Source: an optimization exercise on an open RTL-to-GDS flow (aim: small area and few clock cycles). Production flows keep margins and buffers that such runs may drop. Where RTL was checked, it was by simulation tests only, not by an equivalence proof against the original. Power and IR drop assume default switching activity.

==> v11: inputs <==
==> flow/design.v <==
package cdf_pkg;
  localparam int FRAME_W = 16;
  localparam int COEF_W  = 5;
  localparam int CEP_W   = 16;
  localparam int DELTA_W = 17;
  localparam int CFG_W   = 6;
  localparam logic [CFG_W-1:0] COEF_COUNT_RESET = 6'd13;
endpackage
module cepstral_delta_features_unit (
  input  logic                                clk,
  input  logic                                rst_n,
  input  logic                                push,
  output logic                                full,
  input  logic signed [cdf_pkg::CEP_W-1:0]    in_cep_value,
  input  logic                                in_final_frame,
  output logic                                empty,
  input  logic                                pop,
  output logic [cdf_pkg::FRAME_W-1:0]         out_frame_index,
  output logic [cdf_pkg::COEF_W-1:0]          out_coef_index,
  output logic signed [cdf_pkg::CEP_W-1:0]    out_cep_out,
  output logic signed [cdf_pkg::DELTA_W-1:0]  out_delta_out,
  output logic                                out_utterance_end,
  output logic                                out_short_error,
  input  logic                                cfg_wr_en,
  input  logic [cdf_pkg::CFG_W-1:0]           cfg_wr_data
);
  localparam int ROWS = 32;
  localparam int W    = cdf_pkg::CEP_W;
  logic [cdf_pkg::COEF_W-1:0]  nm1_r;     
  logic [cdf_pkg::COEF_W-1:0]  c_r;
  logic [cdf_pkg::FRAME_W-1:0] f_r;
  logic                        hh_r;      
  logic                        hv_r;      
  logic [2:0]                  b_r;       
  logic [W-1:0]                v_r;       
  logic [W-1:0]                y_r;       
  logic                        fin_r;
  logic                        last_r;
  logic                        o_valid;
  logic [cdf_pkg::FRAME_W-1:0] o_frame;   
  logic [2:0]                  o_b;       
  logic [cdf_pkg::COEF_W-1:0]  o_coef;
  logic [W-1:0]                o_cep;
  logic [cdf_pkg::DELTA_W-1:0] o_delta;
  logic                        o_uend;
  logic                        o_serr;
  logic [ROWS-1:0][4*W-1:0]    hist_r;
  logic       out_ready, accept, load_next;
  logic       short_c, lead_c, last_c, has_res, odd_first, h_done;
  logic [2:0] first_b;
  logic [W-1:0] s2, s4;
  assign out_ready = !o_valid || pop;
  assign full      = has_res ? (hv_r || !out_ready) : (hv_r && c_r == o_coef);
  assign accept    = push && !full;
  assign load_next = hv_r && out_ready;
  assign empty     = !o_valid;
  assign last_c    = c_r >= nm1_r;
  assign short_c   = !hh_r && !f_r[2];
  assign lead_c    = !hh_r && f_r[2];
  assign has_res   = !(short_c && !in_final_frame);
  assign first_b   = hh_r ? 3'd2 : f_r[2:0];
  assign odd_first = first_b[0];
  assign h_done    = (b_r == {1'b0, !fin_r, 1'b0});
  always_ff @(posedge clk) begin
    if (!rst_n) begin
      nm1_r   <= 5'(cdf_pkg::COEF_COUNT_RESET - 1);
      c_r     <= '0;
      f_r     <= '0;
      hh_r    <= 1'b0;
      hv_r    <= 1'b0;
      o_valid <= 1'b0;
    end else begin
      if (cfg_wr_en) begin
        if (cfg_wr_data == '0)        nm1_r <= '0;
        else if (cfg_wr_data > 6'd32) nm1_r <= 5'd31;
        else                          nm1_r <= 5'(cfg_wr_data - 6'd1);
      end
      if (accept) begin
        if (!last_c) begin
          c_r <= c_r + 5'd1;
        end else begin
          c_r <= '0;
          if (in_final_frame) begin
            f_r  <= '0;
            hh_r <= 1'b0;
          end else begin
            if (f_r[2]) hh_r <= 1'b1;
            f_r <= f_r + 16'd1;
          end
        end
      end
      if (accept && has_res) hv_r <= has_res && (odd_first || first_b != {1'b0, !in_final_frame, 1'b0});
      else if (load_next) hv_r <= !h_done;
      if ((accept && has_res && !odd_first) || load_next) o_valid <= 1'b1;
      else if (pop) o_valid <= 1'b0;
    end
  end
  always_ff @(posedge clk) begin
    if (accept && has_res) begin
      v_r     <= in_cep_value;
      y_r     <= s2;
      fin_r   <= in_final_frame;
      last_r  <= last_c;
      b_r     <= odd_first ? first_b : first_b - 3'd1;
      o_frame <= f_r;
      o_b     <= first_b;
      o_coef  <= c_r;
      o_cep   <= first_b[2] ? s4 : (first_b[1] ? s2 : in_cep_value);
      o_delta <= short_c ? '0 : ($signed({in_cep_value[W-1], in_cep_value}) - $signed({s4[W-1], s4}));
      o_uend  <= in_final_frame && last_c && (first_b == 3'd0 || (first_b == 3'd2 && !in_final_frame));
      o_serr  <= short_c;
    end else if (load_next) begin
      b_r     <= b_r - 3'd1;
      o_b     <= b_r;
      o_cep   <= b_r[1] ? (b_r[0] ? s4 : y_r) : (b_r[0] ? s2 : v_r);
      o_uend  <= fin_r && last_r && h_done;
    end
  end
  logic [cdf_pkg::COEF_W-1:0] c_n, oc_n, addr_n;
  logic                       hv_n;
  logic [ROWS-1:0]            sel_r, wsel;
  always_comb begin
    c_n  = c_r;
    oc_n = o_coef;
    hv_n = hv_r;
    if (accept) c_n = last_c ? '0 : c_r + 5'd1;
    if (accept && has_res) begin
      oc_n = c_r;
      hv_n = odd_first || first_b != {1'b0, !in_final_frame, 1'b0};
    end else if (load_next) begin
      hv_n = !h_done;
    end
    if (!rst_n) begin
      c_n  = '0;
      hv_n = 1'b0;
    end
    addr_n = hv_n ? oc_n : c_n;
  end
  always_ff @(posedge clk) begin
    sel_r         <= '0;
    sel_r[addr_n] <= 1'b1;
  end
  always_comb begin
    wsel = '0;
    wsel[c_r] = 1'b1;
  end
  always_comb begin
    s2 = '0;
    s4 = '0;
    for (int i = 0; i < ROWS; i++) begin
      s2 = s2 | ({W{sel_r[i]}} & hist_r[i][2*W-1:W]);
      s4 = s4 | ({W{sel_r[i]}} & hist_r[i][4*W-1:3*W]);
    end
  end
  for (genvar i = 0; i < ROWS; i++) begin : g_row
    always_ff @(posedge clk) begin
      if (accept && wsel[i]) hist_r[i] <= {hist_r[i][3*W-1:0], in_cep_value};
    end
  end
  assign out_frame_index   = o_frame - {13'd0, o_b};
  assign out_coef_index    = o_coef;
  assign out_cep_out       = o_cep;
  assign out_delta_out     = o_delta;
  assign out_utterance_end = o_uend;
  assign out_short_error   = o_serr;
endmodule
==> flow/run.sh <==
#!/bin/bash
# synth_recipe.tcl (not shown) runs the flow's synth.tcl, then flattens the netlist and writes it again
# the make line also repeats each setting of config.mk as NAME=value (left out here)
make -C /OpenROAD-flow-scripts/flow DESIGN_CONFIG=/design/flow/config.mk WORK_HOME=/design/flow/orfs CLKGATE_MAP_FILE= SYNTH_SCRIPT=/design/flow/synth_recipe.tcl finish
==> flow/config.mk <==
export PLATFORM = sky130hd
export DESIGN_NAME = cepstral_delta_features_unit
export DESIGN_NICKNAME = cepstral_delta_features_unit
export VERILOG_FILES = /design/flow/design.v
export SDC_FILE = /design/flow/constraint.sdc
export NUM_CORES = 4
export LEC_CHECK = 0
export CAP_MARGIN = 20
export CORE_MARGIN = 2
export CORE_UTILIZATION = 65
export CTS_CLUSTER_DIAMETER = 100
export CTS_CLUSTER_SIZE = 28
export SLEW_MARGIN = 20
==> flow/constraint.sdc <==
create_clock -name core_clock -period 5.0 [get_ports {clk}]
set_input_delay 1.0000 -clock core_clock [delete_from_list [all_inputs] [get_ports {clk}]]
set_output_delay 1.0000 -clock core_clock [all_outputs]
set_load 0.01 [all_outputs]
==> v19: changes against v11 <==
- CTS_CLUSTER_SIZE: 28 -> 30
==> v31: changes against v11 <==
--- a/flow/design.v
+++ b/flow/design.v
@@ -27,5 +27,5 @@
   localparam int ROWS = 32;
   localparam int W    = cdf_pkg::CEP_W;
-  logic [cdf_pkg::COEF_W-1:0]  nm1_r;     
+  logic [cdf_pkg::CFG_W-1:0]   ncfg_r;
   logic [cdf_pkg::COEF_W-1:0]  c_r;
   logic [cdf_pkg::FRAME_W-1:0] f_r;
@@ -38,6 +38,5 @@
   logic                        last_r;
   logic                        o_valid;
-  logic [cdf_pkg::FRAME_W-1:0] o_frame;   
-  logic [2:0]                  o_b;       
+  logic [cdf_pkg::FRAME_W-1:0] o_frame;
   logic [cdf_pkg::COEF_W-1:0]  o_coef;
   logic [W-1:0]                o_cep;
@@ -49,20 +48,26 @@
   logic       short_c, lead_c, last_c, has_res, odd_first, h_done;
   logic [2:0] first_b;
+  logic [6:0] nact;
   logic [W-1:0] s2, s4;
   assign out_ready = !o_valid || pop;
-  assign full      = has_res ? (hv_r || !out_ready) : (hv_r && c_r == o_coef);
+  assign full      = hv_r || !out_ready;
   assign accept    = push && !full;
   assign load_next = hv_r && out_ready;
   assign empty     = !o_valid;
-  assign last_c    = c_r >= nm1_r;
-  assign short_c   = !hh_r && !f_r[2];
-  assign lead_c    = !hh_r && f_r[2];
+  always_comb begin
+    if (ncfg_r == '0)            nact = 7'd1;
+    else if (ncfg_r > 6'd32)     nact = 7'd32;
+    else                         nact = {1'b0, ncfg_r};
+  end
+  assign last_c    = ({2'b0, c_r} + 7'd1) >= nact;
+  assign short_c   = !hh_r && (f_r < 16'd4);
+  assign lead_c    = !hh_r && (f_r == 16'd4);
   assign has_res   = !(short_c && !in_final_frame);
-  assign first_b   = hh_r ? 3'd2 : f_r[2:0];
+  assign first_b   = (short_c || lead_c) ? f_r[2:0] : 3'd2;
   assign odd_first = first_b[0];
   assign h_done    = (b_r == {1'b0, !fin_r, 1'b0});
   always_ff @(posedge clk) begin
     if (!rst_n) begin
-      nm1_r   <= 5'(cdf_pkg::COEF_COUNT_RESET - 1);
+      ncfg_r  <= cdf_pkg::COEF_COUNT_RESET;
       c_r     <= '0;
       f_r     <= '0;
@@ -71,9 +76,5 @@
       o_valid <= 1'b0;
     end else begin
-      if (cfg_wr_en) begin
-        if (cfg_wr_data == '0)        nm1_r <= '0;
-        else if (cfg_wr_data > 6'd32) nm1_r <= 5'd31;
-        else                          nm1_r <= 5'(cfg_wr_data - 6'd1);
-      end
+      if (cfg_wr_en) ncfg_r <= cfg_wr_data;
       if (accept) begin
         if (!last_c) begin
@@ -85,10 +86,10 @@
             hh_r <= 1'b0;
           end else begin
-            if (f_r[2]) hh_r <= 1'b1;
+            if (f_r >= 16'd4) hh_r <= 1'b1;
             f_r <= f_r + 16'd1;
           end
         end
       end
-      if (accept && has_res) hv_r <= has_res && (odd_first || first_b != {1'b0, !in_final_frame, 1'b0});
+      if (accept) hv_r <= has_res && (odd_first || first_b != {1'b0, !in_final_frame, 1'b0});
       else if (load_next) hv_r <= !h_done;
       if ((accept && has_res && !odd_first) || load_next) o_valid <= 1'b1;
@@ -97,5 +98,5 @@
   end
   always_ff @(posedge clk) begin
-    if (accept && has_res) begin
+    if (accept) begin
       v_r     <= in_cep_value;
       y_r     <= s2;
@@ -103,6 +104,5 @@
       last_r  <= last_c;
       b_r     <= odd_first ? first_b : first_b - 3'd1;
-      o_frame <= f_r;
-      o_b     <= first_b;
+      o_frame <= f_r - {13'd0, first_b[2:1] + first_b[0], 1'b0};
       o_coef  <= c_r;
       o_cep   <= first_b[2] ? s4 : (first_b[1] ? s2 : in_cep_value);
@@ -112,35 +112,16 @@
     end else if (load_next) begin
       b_r     <= b_r - 3'd1;
-      o_b     <= b_r;
+      o_frame <= o_frame + 16'd1;
       o_cep   <= b_r[1] ? (b_r[0] ? s4 : y_r) : (b_r[0] ? s2 : v_r);
       o_uend  <= fin_r && last_r && h_done;
     end
   end
-  logic [cdf_pkg::COEF_W-1:0] c_n, oc_n, addr_n;
-  logic                       hv_n;
-  logic [ROWS-1:0]            sel_r, wsel;
+  logic [cdf_pkg::COEF_W-1:0] addr;
+  logic [ROWS-1:0]            sel, wsel;
+  assign addr = hv_r ? o_coef : c_r;
   always_comb begin
-    c_n  = c_r;
-    oc_n = o_coef;
-    hv_n = hv_r;
-    if (accept) c_n = last_c ? '0 : c_r + 5'd1;
-    if (accept && has_res) begin
-      oc_n = c_r;
-      hv_n = odd_first || first_b != {1'b0, !in_final_frame, 1'b0};
-    end else if (load_next) begin
-      hv_n = !h_done;
-    end
-    if (!rst_n) begin
-      c_n  = '0;
-      hv_n = 1'b0;
-    end
-    addr_n = hv_n ? oc_n : c_n;
-  end
-  always_ff @(posedge clk) begin
-    sel_r         <= '0;
-    sel_r[addr_n] <= 1'b1;
-  end
-  always_comb begin
+    sel  = '0;
     wsel = '0;
+    sel[addr] = 1'b1;
     wsel[c_r] = 1'b1;
   end
@@ -149,6 +130,6 @@
     s4 = '0;
     for (int i = 0; i < ROWS; i++) begin
-      s2 = s2 | ({W{sel_r[i]}} & hist_r[i][2*W-1:W]);
-      s4 = s4 | ({W{sel_r[i]}} & hist_r[i][4*W-1:3*W]);
+      s2 = s2 | ({W{sel[i]}} & hist_r[i][2*W-1:W]);
+      s4 = s4 | ({W{sel[i]}} & hist_r[i][4*W-1:3*W]);
     end
   end
@@ -158,5 +139,5 @@
     end
   end
-  assign out_frame_index   = o_frame - {13'd0, o_b};
+  assign out_frame_index   = o_frame;
   assign out_coef_index    = o_coef;
   assign out_cep_out       = o_cep;
- CORE_UTILIZATION: 65 -> 40
- CTS_CLUSTER_DIAMETER: 100 -> not set
- CTS_CLUSTER_SIZE: 28 -> not set
==> qor summary <==
metric	v11	v31	v19
Outcome	complete, no violations	complete, but fails checks	complete, no violations
Violated checks	-	negative setup slack	-
Library cells used by synthesis	79	94	79
Max_slew headroom	0.2463	0.2787	0.2225
Worst path slowest cell	sky130_fd_sc_hd__clkdlybuf4s50_1	sky130_fd_sc_hd__or4b_4	sky130_fd_sc_hd__clkdlybuf4s50_1
Beginning of the worst register-to-register path	c_r[0]	o_coef[1]	c_r[0]
Sw Share	0.2221	0.2268	0.2226
Final net count	3,915	4,622	3,910
Cell area reported after detailed placement	79,680 um^2	84,710 um^2	79,680 um^2
P_int	24.44 mW	30.40 mW	24.32 mW
Top-area cell type share of the netlist area	0.8545	0.8415	0.8545
Area of the core	114,500 um^2	190,000 um^2	114,500 um^2
CP Depth	11	23	11
Number of combinational gates with multiple inputs	1,236	1,498	1,236
RSZ-0062 raised after global routing	false	true	false
Critical-path maximum fanout	3	6	3
Synth Area in Adders	0.007191	0.006747	0.007191
Testbench counts of v11, summed over its fixed seeds: cycles 29,380.
Testbench counts of v19, summed over its fixed seeds: cycles 29,380.
Only the layout flow was run in v31; the RTL was not checked for function there.

## afterwards: timing with drivers on the ports
In the flow no input, the clock included, has a driving cell. The finished layouts below were timed again as built, in two steps. Step 1: set_driving_cell puts a clkbuf_16 on clk and a buf_2 on each other input, an assumption about the parent block. Step 2 moves the port delays by t, midway between the first and last clock arrival at a register: inputs arrive t later, outputs are due t later. That takes back most of the time a late clock gives input paths. Slacks: no drivers / after step 1 / after step 2; pairs: no drivers / after step 1.
run | t, ns | setup WS [ns] | worst hold slack (ns)
v11 | 0.792 | 0.397 / 0.317 / 0.193 | 0.403 / 0.403 / 0.403
v19 | 0.780 | 0.396 / 0.327 / 0.258 | 0.403 / 0.403 / 0.403
v31 | 0.926 | -0.016 / -0.016 / -0.016 | 0.391 / 0.391 / 0.391
For v11, which loses most, drivers alone change the setup slack by -0.080 ns; drivers and shift together by -0.204 ns.
